This design comes from an exercise in tuning for small area, a short achievable clock period and few clock cycles per item on the open sky130 flow, not from production work. At most, simulation tests tie the RTL to the original design; equivalence was not proved.

// fpu_pipe_unit
module fpu_pipe_unit #(
    parameter int EXP_W = 8,
    parameter int MAN_W = 23,
    parameter int TAG_W = 4
) (
    input  logic                 clk,
    input  logic                 rst_n,
    input  logic                 in_valid,
    output logic                 in_ready,
    input  logic [1:0]           in_op,
    input  logic [EXP_W+MAN_W:0] in_a,
    input  logic [EXP_W+MAN_W:0] in_b,
    input  logic [TAG_W-1:0]     in_tag,
    output logic                 out_valid,
    input  logic                 out_ready,
    output logic [EXP_W+MAN_W:0] out_y,
    output logic [TAG_W-1:0]     out_tag,
    output logic [3:0]           out_flags,
    output logic [3:0]           sticky,
    input  logic                 sticky_clr
);
    localparam logic [1:0] K_ZERO = 2'd0;
    localparam logic [1:0] K_INF  = 2'd1;
    localparam logic [1:0] K_NAN  = 2'd2;
    localparam logic [1:0] K_NV   = 2'd3;
    logic adv;           
    logic hv_q;          
    assign adv      = !hv_q || out_ready;
    assign in_ready = adv;
    logic        v1_q;
    logic [3:0]  tag1_q;
    logic        mul1_q;
  ...
Size in the first run: roughly 250 flip-flops, ~120 I/O pins.
clock: 10.0 ns
lec_check: 0
abc_area: 1
cap_margin: 20
core_margin: 2
core_utilization: 40
setup_slack_margin: 5
slew_margin: 20
standard.sh (not shown) runs the stock make flow with config.mk's settings and CLKGATE_MAP_FILE= SYNTH_SCRIPT=/design/flow/synth_recipe.tcl, a recipe that flattens the netlist after the stock synthesis.
==> flow/flow/run.sh <==
#!/bin/bash
# The standard layout (standard.sh), with the port buffers that
# buffer_ports inserts made of sky130_fd_sc_hd__buf_1 cells (every input and
# output port still gets its own buffer). Everything else is the standard flow's.
set -euo pipefail
sed 's|"\${@:-finish}"|BUFFER_PORTS_ARGS="-buffer_cell sky130_fd_sc_hd__buf_1" "${@:-finish}"|' standard.sh > standard_ports.sh
grep -q 'BUFFER_PORTS_ARGS="-buffer_cell sky130_fd_sc_hd__buf_1"' standard_ports.sh
bash standard_ports.sh > standard.log 2>&1
Testbench counts at the start, summed over its fixed seeds: cycles 12,032, items 12,000.
Edit:
--- a/flow/design.v
+++ b/flow/design.v
@@ -25,45 +25,45 @@
     localparam logic [1:0] K_NV   = 2'd3;
     logic adv;           
     logic hv_q;          
     assign adv      = !hv_q || out_ready;
     assign in_ready = adv;
     logic        v1_q;
     logic [3:0]  tag1_q;
     logic        mul1_q;
     logic [31:0] a1_q;
     logic [8:0]  b1_q;           
-    logic [22:0] f1_q;           
+    logic [35:0] f1_q;           
     logic        mzb1_q;         
     logic        stk1_q;         
     logic [4:0]  tza_in, tzb_in;
     always_comb begin
         tza_in = 5'd23;
         tzb_in = 5'd23;
         for (int i = 22; i >= 0; i--) begin
             if (in_a[i]) tza_in = 5'(i);
             if (in_b[i]) tzb_in = 5'(i);
         end
     end
     logic [11:0] one_in, two_in, neg_in;
-    fpu_booth_enc u_enc (.y({1'b1, f1_q}), .one(one_in), .two(two_in), .neg(neg_in));
+    fpu_booth_enc u_enc (.y({1'b1, in_b[22:0]}), .one(one_in), .two(two_in), .neg(neg_in));
     always_ff @(posedge clk or negedge rst_n) begin
         if (!rst_n)   v1_q <= 1'b0;
         else if (adv) v1_q <= in_valid;
     end
     always_ff @(posedge clk) begin
         if (adv) begin
             tag1_q <= in_tag;
             mul1_q <= (in_op == 2'd2);
             a1_q   <= in_a;
             b1_q   <= {in_b[31] ^ (in_op == 2'd1), in_b[30:23]};
-            f1_q   <= in_b[22:0];
+            f1_q   <= (in_op == 2'd2) ? {neg_in, two_in, one_in} : {13'd0, in_b[22:0]};
             mzb1_q <= (in_b[22:0] == 23'd0);
             stk1_q <= ({1'b0, tza_in} + {1'b0, tzb_in}) < 6'd20;
         end
     end
     logic       sa, sb;
     logic [7:0] ea, eb;
     logic [22:0] ma, mb;
     logic       za, zb, ia, ib, na, nb, fa, fb;
     assign sa = a1_q[31];
     assign sb = b1_q[8];
@@ -94,21 +94,21 @@
             else if (za || zb)            spk2 = K_ZERO;
             else                          sp2  = 1'b0;
         end else begin
             if (ia && ib && (sa != sb)) spk2 = K_NV;
             else if (ia) begin spk2 = K_INF; sps2 = sa; end
             else if (ib) begin spk2 = K_INF; sps2 = sb; end
             else sp2 = 1'b0;
         end
     end
     logic [47:0] ps, pc;
-    fpu_mul_cs24 u_mul (.x({1'b1, ma}), .one(one_in), .two(two_in), .neg(neg_in),
+    fpu_mul_cs24 u_mul (.x({1'b1, ma}), .one(f1_q[11:0]), .two(f1_q[23:12]), .neg(f1_q[35:24]),
                         .y23(1'b1), .s(ps), .c(pc));
     logic [9:0] mexp;
     assign mexp = {2'b00, ea} + {2'b00, eb} - 10'd127;
     logic        a_ge;
     logic [7:0]  dab, dba, ediff, ebig;
     logic [23:0] sig_big, sig_sml;
     logic        sub2, sgn_add;
     fpu_add31 u_cmp (.a(a1_q[30:0]), .b(~{eb, mb}), .ci(1'b1), .s(), .co(a_ge));
     assign dab     = ea - eb;
     assign dba     = eb - ea;
What happened: Worst hold slack barely changes; setup slack improves by 69 ps; die area grows by 3.2%; via count grows by 4.8%.
Testbench counts after the change, summed over its fixed seeds: cycles 12,032, items 12,000.

========
fpu_pipe_unit, a different RTL version from the one above (not shown whole).
For scale: about 3,600 cells after synthesis, roughly 260 flip-flops, roughly 120 I/O pins, about 0.030 mm² of cells after synthesis.
## fpu_pipe_unit
module fpu_pipe_unit #(
    parameter int EXP_W = 8,
    parameter int MAN_W = 23,
    parameter int TAG_W = 4
) (
    input  logic                 clk,
    input  logic                 rst_n,
    input  logic                 in_valid,
    output logic                 in_ready,
    input  logic [1:0]           in_op,
    input  logic [EXP_W+MAN_W:0] in_a,
    input  logic [EXP_W+MAN_W:0] in_b,
    input  logic [TAG_W-1:0]     in_tag,
    output logic                 out_valid,
    input  logic                 out_ready,
    output logic [EXP_W+MAN_W:0] out_y,
    output logic [TAG_W-1:0]     out_tag,
    output logic [3:0]           out_flags,
    output logic [3:0]           sticky,
    input  logic                 sticky_clr
);
    localparam logic [1:0] K_ZERO = 2'd0;
    localparam logic [1:0] K_INF  = 2'd1;
    localparam logic [1:0] K_NAN  = 2'd2;
    localparam logic [1:0] K_NV   = 2'd3;
    logic adv;           
    logic hv_q;          
    assign adv      = !hv_q || out_ready;
    assign in_ready = adv;
    logic        v1_q;
    logic [3:0]  tag1_q;
    logic        mul1_q;
    logic [31:0] a1_q;
    logic [8:0]  b1_q;           
    logic [22:0] f1_q;           
    logic        mzb1_q;         
    logic        stk1_q;         
    logic [4:0]  tza_in, tzb_in;
    always_comb begin
        tza_in = 5'd23;
        tzb_in = 5'd23;
        for (int i = 22; i >= 0; i--) begin
            if (in_a[i]) tza_in = 5'(i);
            if (in_b[i]) tzb_in = 5'(i);
        end
    end
    logic [11:0] one_in, two_in, neg_in;
    fpu_booth_enc u_enc (.y({1'b1, f1_q}), .one(one_in), .two(two_in), .neg(neg_in));
    always_ff @(posedge clk or negedge rst_n) begin
        if (!rst_n)   v1_q <= 1'b0;
        else if (adv) v1_q <= in_valid;
    end
    always_ff @(posedge clk) begin
        if (adv) begin
  ...
clock: 10.0 ns
lec_check: 0
abc_area: 1
cap_margin: 20
core_margin: 2
core_utilization: 40
setup_slack_margin: 5
slew_margin: 20
run.sh (not shown) runs the stock make flow with config.mk's settings and CLKGATE_MAP_FILE= SYNTH_SCRIPT=/design/flow/synth_recipe.tcl, a recipe that flattens the netlist after the stock synthesis.
Stock flow here: none of the scripts above is used.
Testbench counts at the start, summed over its fixed seeds: cycles 12,032, items 12,000.
Rerun with:
--- a/flow/design.v
+++ b/flow/design.v
@@ -29,38 +29,42 @@
     assign in_ready = adv;
     logic        v1_q;
     logic [3:0]  tag1_q;
     logic        mul1_q;
     logic [31:0] a1_q;
     logic [8:0]  b1_q;           
-    logic [22:0] f1_q;           
+    logic [35:0] f1_q;           
     logic        mzb1_q;         
+    logic        age1_q;         
+    logic        a_ge_in;
+    fpu_add31 u_cmp (.a(in_a[30:0]), .b(~in_b[30:0]), .ci(1'b1), .s(), .co(a_ge_in));
     logic        stk1_q;         
     logic [4:0]  tza_in, tzb_in;
     always_comb begin
         tza_in = 5'd23;
         tzb_in = 5'd23;
         for (int i = 22; i >= 0; i--) begin
             if (in_a[i]) tza_in = 5'(i);
             if (in_b[i]) tzb_in = 5'(i);
         end
     end
     logic [11:0] one_in, two_in, neg_in;
-    fpu_booth_enc u_enc (.y({1'b1, f1_q}), .one(one_in), .two(two_in), .neg(neg_in));
+    fpu_booth_enc u_enc (.y({1'b1, in_b[22:0]}), .one(one_in), .two(two_in), .neg(neg_in));
     always_ff @(posedge clk or negedge rst_n) begin
         if (!rst_n)   v1_q <= 1'b0;
         else if (adv) v1_q <= in_valid;
     end
     always_ff @(posedge clk) begin
         if (adv) begin
             tag1_q <= in_tag;
             mul1_q <= (in_op == 2'd2);
             a1_q   <= in_a;
             b1_q   <= {in_b[31] ^ (in_op == 2'd1), in_b[30:23]};
-            f1_q   <= in_b[22:0];
+            f1_q   <= (in_op == 2'd2) ? {neg_in, two_in, one_in} : {13'd0, in_b[22:0]};
             mzb1_q <= (in_b[22:0] == 23'd0);
+            age1_q <= a_ge_in;
             stk1_q <= ({1'b0, tza_in} + {1'b0, tzb_in}) < 6'd20;
         end
     end
     logic       sa, sb;
     logic [7:0] ea, eb;
     logic [22:0] ma, mb;
@@ -98,21 +102,21 @@
             else if (ia) begin spk2 = K_INF; sps2 = sa; end
             else if (ib) begin spk2 = K_INF; sps2 = sb; end
             else sp2 = 1'b0;
         end
     end
     logic [47:0] ps, pc;
-    fpu_mul_cs24 u_mul (.x({1'b1, ma}), .one(one_in), .two(two_in), .neg(neg_in),
+    fpu_mul_cs24 u_mul (.x({1'b1, ma}), .one(f1_q[11:0]), .two(f1_q[23:12]), .neg(f1_q[35:24]),
                         .y23(1'b1), .s(ps), .c(pc));
     logic [9:0] mexp;
     assign mexp = {2'b00, ea} + {2'b00, eb} - 10'd127;
     logic        a_ge;
     logic [7:0]  dab, dba, ediff, ebig;
     logic [23:0] sig_big, sig_sml;
     logic        sub2, sgn_add;
-    fpu_add31 u_cmp (.a(a1_q[30:0]), .b(~{eb, mb}), .ci(1'b1), .s(), .co(a_ge));
+    assign a_ge    = age1_q;
     assign dab     = ea - eb;
     assign dba     = eb - ea;
     assign ediff   = a_ge ? dab : dba;
     assign ebig    = a_ge ? ea : eb;
     assign sig_big = a_ge ? (za ? 24'd0 : {1'b1, ma}) : (zb ? 24'd0 : {1'b1, mb});
     assign sig_sml = a_ge ? (zb ? 24'd0 : {1'b1, mb}) : (za ? 24'd0 : {1'b1, ma});
Outcome: Wire length goes up by 0.77%; register-to-register slack is worse by 0.11 ns; sequential share of layout area goes up by 0.61 points; design area goes up by 2.3%.
No functional check of the RTL was part of the second run of this note.

========
Setup of 07-01:
Another version of the RTL of fpu_pipe_unit (not shown whole).
Size in the first run: about 120 I/O pins, roughly 30000 µm² of cells after synthesis.
Settings: LEC_CHECK=0, ABC_AREA=1, CAP_MARGIN=20, CORE_MARGIN=2, CORE_UTILIZATION=40, SETUP_SLACK_MARGIN=5, SLEW_MARGIN=20; clock period 10.0 ns.
Testbench counts of 07-01, summed over its fixed seeds: cycles 12,032, items 12,000.
Edits applied to the flow inputs when going from 07-01 to 01-16:
diff --git a/flow/design.v b/flow/design.v
--- a/flow/design.v
+++ b/flow/design.v
@@ -25,64 +25,69 @@
     localparam logic [1:0] K_NV   = 2'd3;
     logic adv;           
     logic hv_q;          
     assign adv      = !hv_q || out_ready;
     assign in_ready = adv;
     logic        v1_q;
     logic [3:0]  tag1_q;
     logic        mul1_q;
-    logic [31:0] x1_q, y1_q;
-    logic [31:0] bx_in;
-    logic        a_ge;
-    assign bx_in = {in_b[31] ^ (in_op == 2'd1), in_b[30:0]};
-    fpu_add31 u_cmp (.a(in_a[30:0]), .b(~in_b[30:0]), .ci(1'b1), .s(), .co(a_ge));
+    logic [31:0] a1_q;
+    logic [8:0]  b1_q;           
+    logic [22:0] f1_q;           
+    logic        mzb1_q;         
+    logic        age1_q;         
+    logic        a_ge_in;
+    fpu_add31 u_cmp (.a(in_a[30:0]), .b(~in_b[30:0]), .ci(1'b1), .s(), .co(a_ge_in));
     logic        stk1_q;         
     logic [4:0]  tza_in, tzb_in;
     always_comb begin
         tza_in = 5'd23;
         tzb_in = 5'd23;
         for (int i = 22; i >= 0; i--) begin
             if (in_a[i]) tza_in = 5'(i);
             if (in_b[i]) tzb_in = 5'(i);
         end
     end
     logic [11:0] one_in, two_in, neg_in;
-    fpu_booth_enc u_enc (.y({1'b1, y1_q[22:0]}), .one(one_in), .two(two_in), .neg(neg_in));
+    fpu_booth_enc u_enc (.y({1'b1, f1_q}), .one(one_in), .two(two_in), .neg(neg_in));
     always_ff @(posedge clk or negedge rst_n) begin
         if (!rst_n)   v1_q <= 1'b0;
         else if (adv) v1_q <= in_valid;
     end
     always_ff @(posedge clk) begin
         if (adv) begin
             tag1_q <= in_tag;
             mul1_q <= (in_op == 2'd2);
-            x1_q   <= a_ge ? in_a : bx_in;
-            y1_q   <= a_ge ? bx_in : in_a;
+            a1_q   <= in_a;
+            b1_q   <= {in_b[31] ^ (in_op == 2'd1), in_b[30:23]};
+            f1_q   <= in_b[22:0];
+            mzb1_q <= (in_b[22:0] == 23'd0);
+            age1_q <= a_ge_in;
             stk1_q <= ({1'b0, tza_in} + {1'b0, tzb_in}) < 6'd20;
         end
     end
     logic       sa, sb;
     logic [7:0] ea, eb;
     logic [22:0] ma, mb;
     logic       za, zb, ia, ib, na, nb, fa, fb;
-    assign sa = x1_q[31];
-    assign sb = y1_q[31];
-    assign ea = x1_q[30:23];
-    assign eb = y1_q[30:23];
-    assign ma = x1_q[22:0];
-    assign mb = y1_q[22:0];
+    assign sa = a1_q[31];
+    assign sb = b1_q[8];
+    assign ea = a1_q[30:23];
+    assign eb = b1_q[7:0];
+    assign ma = a1_q[22:0];
+    assign mb = f1_q[22:0];
     assign za = (ea == 8'd0);
     assign zb = (eb == 8'd0);
     assign fa = (ea == 8'hFF);
     assign fb = (eb == 8'hFF);
     assign ia = fa && (ma == 23'd0);
-    assign ib = fb && (mb == 23'd0);
+    assign ib = fb && mzb1_q;
     assign na = fa && (ma != 23'd0);
-    assign nb = fb && (mb != 23'd0);
+    assign nb = fb && !mzb1_q;
     logic       sp2;
     logic [1:0] spk2;
     logic       sps2;
     always_comb begin
         sp2  = 1'b1;
         spk2 = K_NAN;
         sps2 = sa ^ sb;
         if (na || nb) begin
@@ -99,25 +104,29 @@
             else sp2 = 1'b0;
         end
     end
     logic [47:0] ps, pc;
     fpu_mul_cs24 u_mul (.x({1'b1, ma}), .one(one_in), .two(two_in), .neg(neg_in),
                         .y23(1'b1), .s(ps), .c(pc));
     logic [9:0] mexp;
     assign mexp = {2'b00, ea} + {2'b00, eb} - 10'd127;
-    logic [7:0]  ediff, ebig;
+    logic        a_ge;
+    logic [7:0]  dab, dba, ediff, ebig;
     logic [23:0] sig_big, sig_sml;
     logic        sub2, sgn_add;
-    assign ediff   = ea - eb;
-    assign ebig    = ea;
-    assign sig_big = za ? 24'd0 : {1'b1, ma};
-    assign sig_sml = zb ? 24'd0 : {1'b1, mb};
+    assign a_ge    = age1_q;
+    assign dab     = ea - eb;
+    assign dba     = eb - ea;
+    assign ediff   = a_ge ? dab : dba;
+    assign ebig    = a_ge ? ea : eb;
+    assign sig_big = a_ge ? (za ? 24'd0 : {1'b1, ma}) : (zb ? 24'd0 : {1'b1, mb});
+    assign sig_sml = a_ge ? (zb ? 24'd0 : {1'b1, mb}) : (za ? 24'd0 : {1'b1, ma});
     assign sub2    = sa ^ sb;
-    assign sgn_add = sa;
+    assign sgn_add = a_ge ? sa : sb;
     logic [26:0] al0, al1, al2, al3, al4, al5, sml_al;
     logic        st1, st2, st3, st4, st5, big_sh;
     assign big_sh = (ediff[7:5] != 3'd0);
     assign al0 = {sig_sml, 3'b000};
     assign st1 = ediff[4] && (al0[15:0] != 16'd0);
     assign al1 = ediff[4] ? {16'd0, al0[26:16]} : al0;
     assign st2 = ediff[3] && (al1[7:0] != 8'd0);
     assign al2 = ediff[3] ? {8'd0, al1[26:8]} : al1;
@@ -134,17 +143,17 @@
     logic        mul2_q, sp2_q, sgn2_q;
     logic [1:0]  spk2_q;
     logic [9:0]  e2_q;
     logic [31:0] r0_q, r1_q;     
     logic        ci2_q, st2_q;   
     logic        zz2_q;          
     logic        c16, a_eq, zz2;
     fpu_add16 u_low (.a(ps[15:0]), .b(pc[15:0]), .s(), .co(c16));
-    assign a_eq = (x1_q[30:0] == y1_q[30:0]);
+    assign a_eq = (a1_q[30:0] == {eb, mb});
     assign zz2  = !mul1_q && ((za && zb) || (sub2 && a_eq));
     always_ff @(posedge clk or negedge rst_n) begin
         if (!rst_n)   v2_q <= 1'b0;
         else if (adv) v2_q <= v1_q;
     end
     always_ff @(posedge clk) begin
         if (adv) begin
             tag2_q <= tag1_q;
Results
Wire length on met1 for 01-16 is higher than for 07-01. Via count, 07-01 and 01-16, lower one = 07-01. Against 07-01, 01-16 comes in 0.53 points higher on overall global routing resource usage. Placer's final routability congestion estimate for 01-16 is lower than for 07-01. Looking at launching element of the worst setup path, the f1_q[21]$_DFFE_PP_ result is from 01-16; the y1_q[15]$_DFFE_PP_ one comes from 07-01. Comparing 07-01 with 01-16, the worst hold slack after final layout came out essentially unchanged. Measured against each other, 07-01 and 01-16 differ in overall die area, the higher figure coming from 01-16. Routed wire length on met3 (07-01 / 01-16): 0.940.
The RTL of 01-16 was laid out without a check of its function.

[port drivers added, routing unchanged]
No port has a modelled driver above. Below, the same layouts with a new extraction and two added sets of constraints.
Step 1, drivers: a clkbuf_16 drives clk and a buf_2 each remaining input, both assumed.
Step 2 times the ports against the registers' clock, not the clock port: input delays grow and output delays shrink by t, the midpoint of the rising clock arrivals with the driver on.
Slacks: ideal ports / drivers / drivers and shift; pairs: ideal ports / drivers.
| run | t (ns) | setup WS [ns] | hold slack, ns | latest minus earliest clock arrival (ns) | worst slew at a driven data input, ns |
|---|---|---|---|---|---|
| the first run of note 1 | 0.620 | 4.935 / 4.935 / 4.935 | 0.417 / 0.417 / 0.417 | 0.031 / 0.030 | 0.07 |
| the second run of note 1 | 0.629 | 5.004 / 5.004 / 5.004 | 0.417 / 0.417 / 0.417 | 0.031 / 0.031 | 0.09 |
| the first run of note 2 | 0.677 | 5.035 / 5.035 / 5.022 | 0.415 / 0.415 / 0.415 | 0.037 / 0.037 | 0.07 |
| the second run of note 2 | 0.663 | 4.927 / 4.927 / 4.927 | 0.413 / 0.413 / 0.413 | 0.025 / 0.024 | 0.08 |
| 07-01 | 0.674 | 5.087 / 5.087 / 4.644 | 0.416 / 0.416 / 0.416 | 0.014 / 0.014 | 0.05 |
| 01-16 | 0.615 | 5.075 / 5.075 / 5.047 | 0.415 / 0.415 / 0.415 | 0.041 / 0.041 | 0.07 |
After both steps every run listed still meets setup and hold. The setup slack of 07-01, which loses most, moves by 0.000 ns with the drivers and by -0.443 ns with both steps.
